Source: an optimization exercise on an open RTL-to-GDS flow (aim: small area). Production flows keep margins and buffers that such runs may drop. At most, simulation tests tie the RTL to the original design; equivalence was not proved. Power figures rest on the tool's default switching activity, not on a simulated workload.

Setup of build 63:
==> flow/design.v <==
`timescale 1ns/1ps
package keypad_pkg;
    typedef enum logic {
        PAGE_NUMBERS,
        PAGE_FUNCTIONS
    } page_t;
    typedef enum logic [2:0] {
        NAV_NONE,
        NAV_UP,
        NAV_DOWN,
        NAV_LEFT,
        NAV_RIGHT,
        NAV_SELECT
    } nav_cmd_t;
    typedef enum logic [4:0] {
        KEY_0, KEY_1, KEY_2, KEY_3, KEY_4,
        KEY_5, KEY_6, KEY_7, KEY_8, KEY_9,
        KEY_DOT, KEY_POW, KEY_SQRT,
        KEY_DIV, KEY_MUL, KEY_SUB, KEY_ADD,
        KEY_CLEAR, KEY_DELETE, KEY_EQUALS,
        KEY_SIN, KEY_COS, KEY_TAN,
        KEY_LPAREN, KEY_RPAREN, KEY_FACT,
        KEY_LN, KEY_PI, KEY_E
    } key_t;
    typedef struct packed {
        page_t                page;
        logic [3-1:0]    row;
        logic [3-1:0]    col;
    } selection_t;
    typedef struct packed {
        logic                 valid;
        key_t                 key;
    } key_event_t;
    typedef struct packed {
        logic [2:0][8-1:0]            chars;
        logic [1:0]                         count;
    } spelling_t;
    typedef struct packed {
        logic [32-1:0][8-1:0] chars;
        logic [6-1:0]                   len;
    } expression_t;
endpackage
`timescale 1ns/1ps
module kp_char_dec
(
    input  logic [5:0] c,
    output logic [7:0] a
);
    logic b7;
    assign b7 = !c[5] && c[1] && (c[4] == c[3]);
    assign a  = {b7, c[5] | b7, !(c[5] && c[4] && c[2] && c[1]), c[4], c[3:0]};
endmodule
module kp_nav
(
    input  logic       clk,
    input  logic       reset,
    input  logic [4:0] btn,
    output logic       page,
    output logic [1:0] row,
    output logic [2:0] col,
    output logic       kv       
);
    localparam logic [2:0] C_NONE = 3'b000, C_UP = 3'b100, C_DOWN = 3'b101,
                           C_LEFT = 3'b110, C_RIGHT = 3'b111, C_SEL = 3'b001;
    logic [4:0] btn_low;     
    logic [4:0] pressed;
    logic [2:0] cmd;
    assign pressed = ~btn & ~btn_low;
    always_ff @(posedge clk) begin
        if (reset) begin
            btn_low  <= '0;
            cmd      <= C_NONE;
        end else begin
            btn_low  <= ~btn;
            if (pressed[1])      cmd <= C_UP;
            else if (pressed[4]) cmd <= C_DOWN;
            else if (pressed[2]) cmd <= C_LEFT;
            else if (pressed[3]) cmd <= C_RIGHT;
            else if (pressed[0]) cmd <= C_SEL;
            else                 cmd <= C_NONE;
        end
    end
    logic [1:0] row_up, row_dn;
    logic [2:0] col_lt, col_rt;
    logic       row_last, col_last;
    always_comb begin
        case (row)
            2'd0: begin row_up = 2'd0; row_dn = 2'd1; end
            2'd1: begin row_up = 2'd0; row_dn = 2'd2; end
            2'd2: begin row_up = 2'd1; row_dn = 2'd3; end
            default: begin row_up = 2'd2; row_dn = 2'bxx; end
        endcase
        case (col)
            3'd0: begin col_lt = 3'd0; col_rt = 3'd1; end
            3'd1: begin col_lt = 3'd0; col_rt = 3'd2; end
            3'd2: begin col_lt = 3'd1; col_rt = 3'd3; end
            3'd3: begin col_lt = 3'd2; col_rt = 3'd4; end
            3'd4: begin col_lt = 3'd3; col_rt = 3'bxxx; end
            default: begin col_lt = 3'bxxx; col_rt = 3'bxxx; end
        endcase
        row_last = page ? (row == 2'd2) : (row == 2'd3);
        col_last = page ? (col == 3'd2) : (col == 3'd4);
    end
    always_ff @(posedge clk) begin
        if (reset) begin
            page <= 1'b0;
            row  <= '0;
            col  <= '0;
            kv   <= 1'b0;
        end else begin
            kv <= (cmd == C_SEL);
            case (cmd)
                C_UP:   row <= row_up;
                C_DOWN: if (!row_last) row <= row_dn;
                C_LEFT: begin
                    if (page && col == 0) begin
                        page <= 1'b0;
                        row  <= '0;
                        col  <= 3'd4;
                    end else col <= col_lt;
                end
                C_RIGHT: begin
                    if (!page && col_last) begin
                        page <= 1'b1;
                        row  <= '0;
                        col  <= '0;
                    end else if (!col_last) col <= col_rt;
                end
                default: ;
            endcase
        end
    end
endmodule
module kp_keys
(
    input  logic       page,
    input  logic [1:0] row,
    input  logic [2:0] col,
    output logic [5:0] c0,       
    output logic [5:0] c1,       
    output logic       third_s,  
    output logic [1:0] n,        
    output logic       k_op,
    output logic       k_eq,
    output logic       k_clr,
    output logic       k_del
);
    function automatic logic [5:0] enc(input logic [7:0] a);
        enc = {a[6] ^ a[7], a[4], a[3:0]};
    endfunction
    logic [5:0] c2;
    always_comb begin
        c0 = 'x; c1 = 'x; c2 = 'x; n = 2'd1;
        k_op = 1'b0; k_eq = 1'b0; k_clr = 1'b0; k_del = 1'b0;
        if (!page) begin
            case ({row, col})
                5'o00: c0 = enc("7");
                5'o01: c0 = enc("8");
                5'o02: c0 = enc("9");
                5'o03: begin k_op = 1'b1; n = 2'd0; end
                5'o04: begin k_clr = 1'b1; n = 2'd0; end
                5'o10: c0 = enc("4");
                5'o11: c0 = enc("5");
                5'o12: c0 = enc("6");
                5'o13: begin k_op = 1'b1; n = 2'd0; end
                5'o14: begin k_del = 1'b1; n = 2'd0; end
                5'o20: c0 = enc("1");
                5'o21: c0 = enc("2");
                5'o22: c0 = enc("3");
                5'o23: begin k_op = 1'b1; n = 2'd0; end
                5'o24: begin k_op = 1'b1; n = 2'd0; end
                5'o30: c0 = enc("0");
                5'o31: c0 = enc(".");
                5'o32: c0 = enc("^");
                5'o33: c0 = enc(8'hFB);
                5'o34: begin k_eq = 1'b1; n = 2'd0; end
                default: begin n = 2'bxx;
                    k_op = 1'bx; k_eq = 1'bx; k_clr = 1'bx; k_del = 1'bx; end
            endcase
        end else begin
            case ({row, col})
                5'o00: begin c0 = enc("s"); c1 = enc("i"); c2 = enc("n"); n = 2'd3; end
                5'o01: begin c0 = enc("c"); c1 = enc("o"); c2 = enc("s"); n = 2'd3; end
                5'o02: begin c0 = enc("t"); c1 = enc("a"); c2 = enc("n"); n = 2'd3; end
                5'o10: c0 = enc("(");
                5'o11: c0 = enc(")");
                5'o12: c0 = enc("!");
                5'o20: begin c0 = enc("l"); c1 = enc("n"); n = 2'd2; end
                5'o21: c0 = enc(8'hE3);
                5'o22: c0 = enc("e");
                default: begin n = 2'bxx;
                    k_op = 1'bx; k_eq = 1'bx; k_clr = 1'bx; k_del = 1'bx; end
            endcase
        end
    end
    assign third_s = col[0];
endmodule
module kp_editor
(
    input  logic       clk,
    input  logic       reset,
    input  logic       kv,
    input  logic [1:0] row,
    input  logic [2:0] col,
    input  logic [1:0] n,
    input  logic       k_op,
    input  logic       k_eq,
    input  logic       k_clr,
    input  logic       k_del,
    input  logic [5:0] c0,
    input  logic [5:0] c1,
    input  logic       third_s,
    output logic [4:0] len,
    output logic [30:0][5:0] chars,
    output logic       expr_valid,
    output logic       expr_complete
);
    function automatic logic [5:0] enc(input logic [7:0] a);
        enc = {a[6] ^ a[7], a[4], a[3:0]};
    endfunction
    logic [1:0] op;         
    logic [5:0] opc;
    logic       fits, append;
    logic       pend;       
    logic       pend_s;     
    logic       w1, w2;     
    logic [5:0] first;      
    logic [1:0][5:0] lane;  
    logic [7:0] qhot;       
    logic [3:0] wa;         
    logic       wb;         
    logic [30:0] we;        
    assign fits   = !(&len[4:2]) || (n <= ~len[1:0]);
    assign append = kv && !k_op && !k_eq && !k_clr && !k_del && fits;
    assign w1     = append || pend;
    assign w2     = append && n[1];
    assign first  = pend ? (pend_s ? enc("s") : enc("n")) : c0;
    assign lane[0] = len[0] ? c1 : first;
    assign lane[1] = len[0] ? first : c1;
    always_comb begin
        for (int q = 0; q < 8; q++) qhot[q] = (len[4:2] == 3'(q));
        for (int m = 0; m < 4; m++)
            wa[m] = (w1 && len[1:0] == 2'(m)) || (m >= 1 && w2 && len[1:0] == 2'(m - 1));
        wb = w2 && len[1:0] == 2'd3;
        for (int i = 0; i < 31; i++)
            we[i] = (qhot[i / 4] && wa[i % 4]) || (i >= 4 && i % 4 == 0 && qhot[i / 4 - 1] && wb);
    end
    always_comb begin
        case (op)
            2'd0: opc = enc("/");
            2'd1: opc = enc("*");
            2'd2: opc = enc("-");
            default: opc = enc("+");
        endcase
    end
    logic [4:0] len_dec, len_add;
    logic [1:0] inc;
    logic [4:1] cy, bw;
    always_comb begin
        inc = pend ? 2'd1 : (n == 2'd3 ? 2'd2 : n);
        bw[1] = !len[0];
        for (int b = 2; b < 5; b++) bw[b] = bw[b-1] && !len[b-1];
        len_dec[0] = !len[0];
        for (int b = 1; b < 5; b++) len_dec[b] = len[b] ^ bw[b];
        len_add[0] = len[0] ^ inc[0];
        cy[1] = len[0] && inc[0];
        len_add[1] = len[1] ^ inc[1] ^ cy[1];
        cy[2] = (len[1] && inc[1]) || (cy[1] && (len[1] || inc[1]));
        for (int b = 3; b < 5; b++) cy[b] = cy[b-1] && len[b-1];
        for (int b = 2; b < 5; b++) len_add[b] = len[b] ^ cy[b];
    end
    always_ff @(posedge clk) begin
        if (reset) begin
            len           <= '0;
            pend          <= 1'b0;
            expr_valid    <= 1'b0;
            expr_complete <= 1'b0;
        end else begin
            pend          <= append && n == 2'd3;
            expr_valid    <= kv && k_op && (len != 0);
            expr_complete <= kv && k_eq && (len != 0);
            if (expr_valid)    len <= 5'd1;
            if (expr_complete) len <= 5'd0;
            if (pend)          len <= len_add;
            if (kv) begin
                if (k_clr) len <= '0;
                if (k_del && len != 0) len <= len_dec;
                if (append) len <= len_add;
            end
        end
    end
    always_ff @(posedge clk) begin
        pend_s <= third_s;
        op <= {row == 2'd2, col[2] | (row == 2'd1)};
    end
    always_ff @(posedge clk) begin
        if (expr_valid) chars[0] <= opc;
        else if (we[0]) chars[0] <= lane[0];
        for (int i = 1; i < 31; i++)
            if (we[i]) chars[i] <= lane[i % 2];
    end
endmodule
module keypad_top
(
    input  logic        clk,
    input  logic        reset,
    input  logic [4:0]  btn,             
    output logic [6:0]  selection,
    output logic [261:0] expr_out,
    output logic        expr_valid,
    output logic        expr_complete
);
    logic       page, kv;
    logic [1:0] row, n;
    logic [2:0] col;
    logic       k_op, k_eq, k_clr, k_del;
    logic [5:0] c0, c1;
    logic       third_s;
    logic [4:0] len;
    logic [30:0][5:0] chars;
    kp_nav nav_i (
        .clk (clk), .reset (reset), .btn (btn),
        .page (page), .row (row), .col (col), .kv (kv)
    );
    kp_keys keys_i (
        .page (page), .row (row), .col (col),
        .c0 (c0), .c1 (c1), .third_s (third_s), .n (n),
        .k_op (k_op), .k_eq (k_eq), .k_clr (k_clr), .k_del (k_del)
    );
    kp_editor editor_i (
        .clk (clk), .reset (reset), .kv (kv), .row (row), .col (col), .n (n),
        .k_op (k_op), .k_eq (k_eq), .k_clr (k_clr), .k_del (k_del),
        .c0 (c0), .c1 (c1), .third_s (third_s), .len (len), .chars (chars),
        .expr_valid (expr_valid), .expr_complete (expr_complete)
    );
    assign selection = {page, 1'b0, row, col};
    assign expr_out[5:0]     = {1'b0, len};
    assign expr_out[261:254] = '0;
    for (genvar i = 0; i < 31; i++) begin : g_dec
        kp_char_dec dec_i (.c (chars[i]), .a (expr_out[6 + 8*i +: 8]));
    end
endmodule
==> flow/config.mk <==
export PLATFORM = sky130hd
export DESIGN_NAME = keypad_top
export DESIGN_NICKNAME = keypad_top
export VERILOG_FILES = /design/flow/design.v
export SDC_FILE = /design/flow/constraint.sdc
export NUM_CORES = 4
export LEC_CHECK = 0
export CAP_MARGIN = 20
export CORE_MARGIN = 2
export CORE_UTILIZATION = 25
export GPL_TIMING_DRIVEN = 0
export PLACE_DENSITY = 0.8
export SLEW_MARGIN = 20
==> flow/constraint.sdc <==
create_clock -name core_clock -period 5.0 [get_ports {clk}]
set_input_delay 1.0000 -clock core_clock [delete_from_list [all_inputs] [get_ports {clk}]]
set_output_delay 1.0000 -clock core_clock [all_outputs]
set_load 0.01 [all_outputs]
standard.sh (not shown) runs the stock make flow with config.mk's settings and CLKGATE_MAP_FILE= SYNTH_SCRIPT=/design/flow/synth_recipe.tcl, a recipe that flattens the netlist after the stock synthesis.
==> flow/flow/run.sh <==
#!/bin/bash
# Standard ORFS layout with changes that only affect cell area:
#  - synthesis maps logic with an area-oriented ABC script and without the
#    adder-cell extraction (same registers, same names and cell types);
#  - port buffers are the smallest buffer;
#  - a lighter clock tree (no dummy loads, small clusters of clkbuf_4).
set -o pipefail
cp -r "$FLOW_HOME/scripts" ./scripts_area
printf 'strash\n&get -n\n&deepsyn -T 300\n&nf -R 1000 -p\n&put\ntopo\n' > scripts_area/abc_speed.script
export BUFFER_PORTS_ARGS="-buffer_cell sky130_fd_sc_hd__buf_1"
export CTS_ARGS="-sink_clustering_enable -repair_clock_nets -dont_use_dummy_load -buf_list {sky130_fd_sc_hd__clkbuf_4} -sink_clustering_size 10 -sink_clustering_max_diameter 40"
export REMOVE_ABC_BUFFERS=1
SCRIPTS_DIR=$PWD/scripts_area ADDER_MAP_FILE= bash standard.sh synth > synth.log 2>&1 || exit 1
bash standard.sh > layout.log 2>&1
Setup changes, build 63 to build 42
-- flow/design.v --
<<< build 63, line 149
        enc = {a[6] ^ a[7], a[4], a[3:0]};
    endfunction
    logic [5:0] c2;
    always_comb begin
        c0 = 'x; c1 = 'x; c2 = 'x; n = 2'd1;
        k_op = 1'b0; k_eq = 1'b0; k_clr = 1'b0; k_del = 1'b0;
        if (!page) begin
>>> build 42, line 149
        enc = {a[6] ^ a[7], a[4], a[3:0]};
    endfunction
    always_comb begin
        c0 = 'x; c1 = 'x; n = 2'd1;
        k_op = 1'b0; k_eq = 1'b0; k_clr = 1'b0; k_del = 1'b0;
        if (!page) begin
<<< build 63, line 180
        end else begin
            case ({row, col})
                5'o00: begin c0 = enc("s"); c1 = enc("i"); c2 = enc("n"); n = 2'd3; end
                5'o01: begin c0 = enc("c"); c1 = enc("o"); c2 = enc("s"); n = 2'd3; end
                5'o02: begin c0 = enc("t"); c1 = enc("a"); c2 = enc("n"); n = 2'd3; end
                5'o10: c0 = enc("(");
                5'o11: c0 = enc(")");
>>> build 42, line 179
        end else begin
            case ({row, col})
                5'o00: begin c0 = enc("s"); c1 = enc("i"); n = 2'd3; end
                5'o01: begin c0 = enc("c"); c1 = enc("o"); n = 2'd3; end
                5'o02: begin c0 = enc("t"); c1 = enc("a"); n = 2'd3; end
                5'o10: c0 = enc("(");
                5'o11: c0 = enc(")");
<<< build 63, line 257
    logic [1:0] inc;
    logic [4:1] cy, bw;
    always_comb begin
        inc = pend ? 2'd1 : (n == 2'd3 ? 2'd2 : n);
        bw[1] = !len[0];
        for (int b = 2; b < 5; b++) bw[b] = bw[b-1] && !len[b-1];
        len_dec[0] = !len[0];
        for (int b = 1; b < 5; b++) len_dec[b] = len[b] ^ bw[b];
        len_add[0] = len[0] ^ inc[0];
        cy[1] = len[0] && inc[0];
        len_add[1] = len[1] ^ inc[1] ^ cy[1];
        cy[2] = (len[1] && inc[1]) || (cy[1] && (len[1] || inc[1]));
        for (int b = 3; b < 5; b++) cy[b] = cy[b-1] && len[b-1];
        for (int b = 2; b < 5; b++) len_add[b] = len[b] ^ cy[b];
    end
    always_ff @(posedge clk) begin
        if (reset) begin
>>> build 42, line 256
    logic [1:0] inc;
    logic [4:1] cy, bw;
    assign inc = pend ? 2'd1 : (n == 2'd3 ? 2'd2 : n);
    assign bw[1] = !len[0];
    assign bw[2] = bw[1] && !len[1];
    assign bw[3] = bw[2] && !len[2];
    assign bw[4] = bw[3] && !len[3];
    assign len_dec = len ^ {bw, 1'b1};
    assign cy[1] = len[0] && inc[0];
    assign cy[2] = (len[1] && inc[1]) || (cy[1] && (len[1] || inc[1]));
    assign cy[3] = cy[2] && len[2];
    assign cy[4] = cy[3] && len[3];
    assign len_add = len ^ {cy[4:2], inc[1] ^ cy[1], inc[0]};
    always_ff @(posedge clk) begin
        if (reset) begin
## What came out
NOTE: pre-CTS worst setup slack in build 42 exceeds that of build 63. | finished layout cell area | build 42 vs build 63 | worse |. Build 42 has critical path depth below what build 63 had. The area after synthesis of build 42 was inferior to that of build 63. Run comparison: build 63 slowest library cell on the worst path sky130_fd_sc_hd__a211oi_1; build 42 slowest library cell on the worst path sky130_fd_sc_hd__dfxtp_1. Power after layout: lower on build 63. Going from build 63 to build 42, first-pass GRT wire length +1600 um; wire length per cell after detailed routing shows an increase of 3.6%; standby leakage power picked up an extra 1.7%. Build 42 can be clocked faster than build 63. When build 42 is set beside build 63, its final hold slack turns out to be 0.10 ns smaller. Sequential share of layout area (higher): build 63. Sort build 63 and build 42 by global-route usage, ascending, and build 63 comes first. The final cell count in build 42 sits about 3.4% above the value recorded for build 63.
No functional check of the RTL was part of build 63.

==> what the ideal ports hide <==
The flow's constraints put no driver on any port. The routed layouts listed below were extracted and timed again, unchanged, in two steps.
Step 1, drivers: a clkbuf_16 drives clk and a buf_2 each remaining input, both assumed.
Step 2, shift: input delay + t, output delay - t, t = (earliest + latest rising clock arrival at the registers) / 2. This alone moves slack from input paths to output paths.
a / b / c = ideal ports / drivers / drivers and shift; a / b = the first two.
run | t, ns | setup WS [ns] | latest minus earliest clock arrival (ns)
build 63 | 0.713 | 0.530 / 0.530 / 0.530 | 0.117 / 0.118
build 42 | 0.659 | 1.369 / 1.369 / 1.369 | 0.124 / 0.125
After both steps setup and hold are still met in every run listed.
